From an optimization exercise on the open Yosys and OpenROAD flow, aimed at small area and a short achievable clock period; shortcuts taken in it are not production practice. At most, simulation tests tie the RTL to the original design; equivalence was not proved. No activity file was given, so power comes from the tool's default toggle rates.

// apb_slave_mem_top
module apb_slave_mem_top (
  input  logic        PCLK,
  input  logic        PRESET,
  input  logic        PSEL,
  input  logic        PENABLE,
  input  logic [2:0]  PPROT,
  input  logic        PWRITE,
  input  logic [1:0]  PSTRB,
  input  logic [9:0]  PADDR,
  input  logic [15:0] PWDATA,
  output logic [15:0] PRDATA,
  output logic        PREADY,
  output logic        PSLVERR
);
==> module apb_slave_mem_top, before the edit <==
module apb_slave_mem_top (
  input  logic        PCLK,
  input  logic        PRESET,
  input  logic        PSEL,
  input  logic        PENABLE,
  input  logic [2:0]  PPROT,
  input  logic        PWRITE,
  input  logic [1:0]  PSTRB,
  input  logic [9:0]  PADDR,
  input  logic [15:0] PWDATA,
  output logic [15:0] PRDATA,
  output logic        PREADY,
  output logic        PSLVERR
);
  logic ph1_q, ph2_q, ph3_q, busy_q;
  logic ready_q, slverr_q;
  logic accept, go_resp, bus_err;
  logic [7:0] bus_ra, bus_rb;
  logic [7:0]  ra_q, rb_q;    
  logic [1:0]  slot_q;
  logic        err_q, write_q;
  logic [1:0]  strb_q;
  logic [15:0] wdata_q;
  logic        wpend_q, wpend_d, wfire_q, wfire_d;
  logic [1:0]  wslot_q, wslot_d;
  logic [7:0]  wra_q, wra_d, wfa_q, wrb0_q, wrb1_q;
  logic [15:0] wdat_q;
  logic [1:0]  rot_q;
  logic [15:0] s0_q [64], s1_q [64], s2_q [64], s3_q [64];
  logic [7:0]  nxt_ra, nxt_rb;
  logic [1:0]  nxt_slot;
  logic        nxt_h0, nxt_h3;
  logic [7:0]  ra0_q, ra3_q;   
  logic        hit_q;
  logic [15:0] rd_word, rhold_q, rdata_q;
  logic unused_pprot;
  assign unused_pprot = ^{PPROT[2], PPROT[0], PADDR[0]};
  assign accept  = !busy_q && PSEL && !PENABLE;
  assign go_resp = ph3_q && PSEL;
  assign bus_err = PADDR[9] || (PADDR[8] && PPROT[1]);
  always_comb begin
    for (int i = 0; i < 8; i++) begin
      bus_ra[i] = (PADDR[5:3] == 3'(i));
      bus_rb[i] = (PADDR[8:6] == 3'(i)) && !bus_err;
    end
  end
  always_ff @(posedge PCLK or posedge PRESET) begin
    if (PRESET) begin
      ph1_q    <= 1'b0;
      ph2_q    <= 1'b0;
      ph3_q    <= 1'b0;
      busy_q   <= 1'b0;
      ready_q  <= 1'b0;
      slverr_q <= 1'b0;
    end else begin
      ph1_q    <= accept;
      ph2_q    <= ph1_q && PSEL;
      ph3_q    <= ph2_q && PSEL;
      busy_q   <= accept || ((ph1_q || ph2_q) && PSEL);
      ready_q  <= go_resp;
      slverr_q <= go_resp && err_q;
    end
  end
  assign nxt_ra   = busy_q ? ra_q : bus_ra;
  assign nxt_rb   = busy_q ? rb_q : bus_rb;
  assign nxt_slot = busy_q ? slot_q : PADDR[2:1];
  always_ff @(posedge PCLK) begin
    if (!busy_q) begin
      err_q   <= bus_err;
      write_q <= PWRITE;
      strb_q  <= PSTRB;
      wdata_q <= PWDATA;
    end
  end
  always_ff @(posedge PCLK) begin
    ra_q   <= nxt_ra;
    rb_q   <= nxt_rb;
    slot_q <= nxt_slot;
  end
  always_ff @(posedge PCLK) begin
    rot_q <= rot_q + 2'd1;
  end
  assign wpend_d = (go_resp && write_q && !err_q) || (wpend_q && !wfire_q);
  assign wslot_d = go_resp ? slot_q : wslot_q;
  assign wra_d   = go_resp ? ra_q : wra_q;
  assign wfire_d = wpend_d && (rot_q + 2'd2 == wslot_d);
  always_ff @(posedge PCLK) begin
    wpend_q <= wpend_d;
    wfire_q <= wfire_d;
    wslot_q <= wslot_d;
    wra_q   <= wra_d;
    wfa_q   <= wra_d & {8{wfire_d}};
  end
  always_ff @(posedge PCLK) begin
    if (go_resp) begin
      wrb0_q <= rb_q & {8{strb_q[0]}};
      wrb1_q <= rb_q & {8{strb_q[1]}};
      wdat_q <= wdata_q;
    end
  end
  always_ff @(posedge PCLK) begin
    for (int r = 0; r < 64; r++) begin
      s3_q[r] <= s0_q[r];
      s2_q[r] <= s3_q[r];
      s1_q[r] <= s2_q[r];
      s0_q[r] <= s1_q[r];
      if (wfa_q[r % 8] && wrb0_q[r / 8]) s0_q[r][7:0]  <= wdat_q[7:0];
      if (wfa_q[r % 8] && wrb1_q[r / 8]) s0_q[r][15:8] <= wdat_q[15:8];
    end
  end
  assign nxt_h0 = (rot_q + 2'd1 == nxt_slot);
  assign nxt_h3 = (rot_q == nxt_slot);
  always_ff @(posedge PCLK) begin
    ra0_q <= nxt_ra & {8{nxt_h0}};
    ra3_q <= nxt_ra & {8{nxt_h3}};
    hit_q <= nxt_h0 || nxt_h3;
  end
  always_comb begin
    rd_word = '0;
    for (int r = 0; r < 64; r++) begin
      rd_word = rd_word | (s0_q[r] & {16{ra0_q[r % 8] && rb_q[r / 8]}})
                        | (s3_q[r] & {16{ra3_q[r % 8] && rb_q[r / 8]}});
    end
  end
  always_ff @(posedge PCLK) begin
    if (hit_q) rhold_q <= rd_word;
  end
  always_ff @(posedge PCLK) begin
    rdata_q <= hit_q ? rd_word : rhold_q;
  end
  assign PREADY  = ready_q;
  assign PSLVERR = slverr_q;
  assign PRDATA  = rdata_q;
endmodule
make LEC_CHECK=0 CAP_MARGIN=20 CORE_MARGIN=2 CORE_UTILIZATION=50 CTS_CLUSTER_DIAMETER=80 CTS_CLUSTER_SIZE=30 SETUP_SLACK_MARGIN=2.5 SLEW_MARGIN=20 finish   # period 5.0 ns
run.sh (not shown) runs the stock make flow with config.mk's settings and CLKGATE_MAP_FILE= SYNTH_SCRIPT=/design/flow/synth_recipe.tcl, a recipe that flattens the netlist after the stock synthesis.
Next try:
--- a/flow/design.v
+++ b/flow/design.v
@@ -15,5 +15,5 @@
   logic ph1_q, ph2_q, ph3_q, busy_q;
   logic ready_q, slverr_q;
-  logic accept, go_resp, bus_err;
+  logic accept, go_resp, bus_err, busy_d;
   logic [7:0] bus_ra, bus_rb;
   logic [7:0]  ra_q, rb_q;    
@@ -30,7 +30,7 @@
   logic [7:0]  nxt_ra, nxt_rb;
   logic [1:0]  nxt_slot;
-  logic        nxt_h0, nxt_h3;
-  logic [7:0]  ra0_q, ra3_q;   
-  logic        hit_q;
+  logic        nxt_hit, bus_hit;
+  logic [7:0]  ra0_q, bus_ra0;
+  logic        hit_q, rd_hit;
   logic [15:0] rd_word, rhold_q, rdata_q;
   logic unused_pprot;
@@ -38,4 +38,5 @@
   assign accept  = !busy_q && PSEL && !PENABLE;
   assign go_resp = ph3_q && PSEL;
+  assign busy_d  = accept || ((ph1_q || ph2_q) && PSEL);
   assign bus_err = PADDR[9] || (PADDR[8] && PPROT[1]);
   always_comb begin
@@ -57,5 +58,5 @@
       ph2_q    <= ph1_q && PSEL;
       ph3_q    <= ph2_q && PSEL;
-      busy_q   <= accept || ((ph1_q || ph2_q) && PSEL);
+      busy_q   <= busy_d;
       ready_q  <= go_resp;
       slverr_q <= go_resp && err_q;
@@ -109,23 +110,24 @@
     end
   end
-  assign nxt_h0 = (rot_q + 2'd1 == nxt_slot);
-  assign nxt_h3 = (rot_q == nxt_slot);
+  assign nxt_hit = (rot_q + 2'd1 == nxt_slot);
+  assign bus_hit = !busy_q && (rot_q == PADDR[2:1]);
+  assign bus_ra0 = bus_ra & {8{bus_hit}};
+  assign rd_hit  = hit_q || bus_hit;
   always_ff @(posedge PCLK) begin
-    ra0_q <= nxt_ra & {8{nxt_h0}};
-    ra3_q <= nxt_ra & {8{nxt_h3}};
-    hit_q <= nxt_h0 || nxt_h3;
+    ra0_q <= nxt_ra & {8{nxt_hit && busy_d}};
+    hit_q <= nxt_hit && busy_d;
   end
   always_comb begin
     rd_word = '0;
     for (int r = 0; r < 64; r++) begin
-      rd_word = rd_word | (s0_q[r] & {16{ra0_q[r % 8] && rb_q[r / 8]}})
-                        | (s3_q[r] & {16{ra3_q[r % 8] && rb_q[r / 8]}});
+      rd_word = rd_word | (s0_q[r] & {16{(ra0_q[r % 8] && rb_q[r / 8]) ||
+                                         (bus_ra0[r % 8] && bus_rb[r / 8])}});
     end
   end
   always_ff @(posedge PCLK) begin
-    if (hit_q) rhold_q <= rd_word;
+    if (rd_hit && !ph3_q) rhold_q <= rd_word;
   end
   always_ff @(posedge PCLK) begin
-    rdata_q <= hit_q ? rd_word : rhold_q;
+    rdata_q <= rd_hit ? rd_word : rhold_q;
   end
   assign PREADY  = ready_q;
Outcome: The new run finished clean; sequential cell count is higher by 8; worst setup slack is worse by 0.69 ns; cell count is higher by 1.7%; total power is higher by 1.4%; via count is higher by 1.7%; sequential power is about the same; routed wire length is higher by 11%; design area is higher by 2.4%; critical path depth is higher by 7; area after synthesis is lower by 1.0%; utilization is higher by 2.0 points; clock-buffer cell count is higher by 7; fmax is lower by 20%.
Function not checked in the second run of this note: the RTL went through the layout flow alone.

port drivers added, routing unchanged:
Ports are ideal in the flow. The routed layouts listed here were re-timed in OpenROAD. Step 1 assumes that a clkbuf_16 drives the clock port and a buf_2 every other input. Step 2 times the ports against the registers' clock, not the clock port: input delays grow and output delays shrink by t, the midpoint of the rising clock arrivals with the driver on. Slacks: ideal / step 1 / step 2; pairs: ideal / step 1.
run | shift t [ns] | setup WS [ns] | clock arrival spread, ns | slew at the worst register clock pin (ns) | worst data-port slew with drivers (ns)
the first run | 0.923 | 2.239 / 2.239 / 1.832 | 0.064 / 0.064 | 0.12 / 0.12 | 0.08
the second run | 0.954 | 1.552 / 1.552 / 0.780 | 0.049 / 0.049 | 0.12 / 0.12 | 0.20
After both steps setup and hold are still met in every run listed. The setup slack of the second run, which loses most, moves by 0.000 ns with the drivers and by -0.772 ns with both steps.
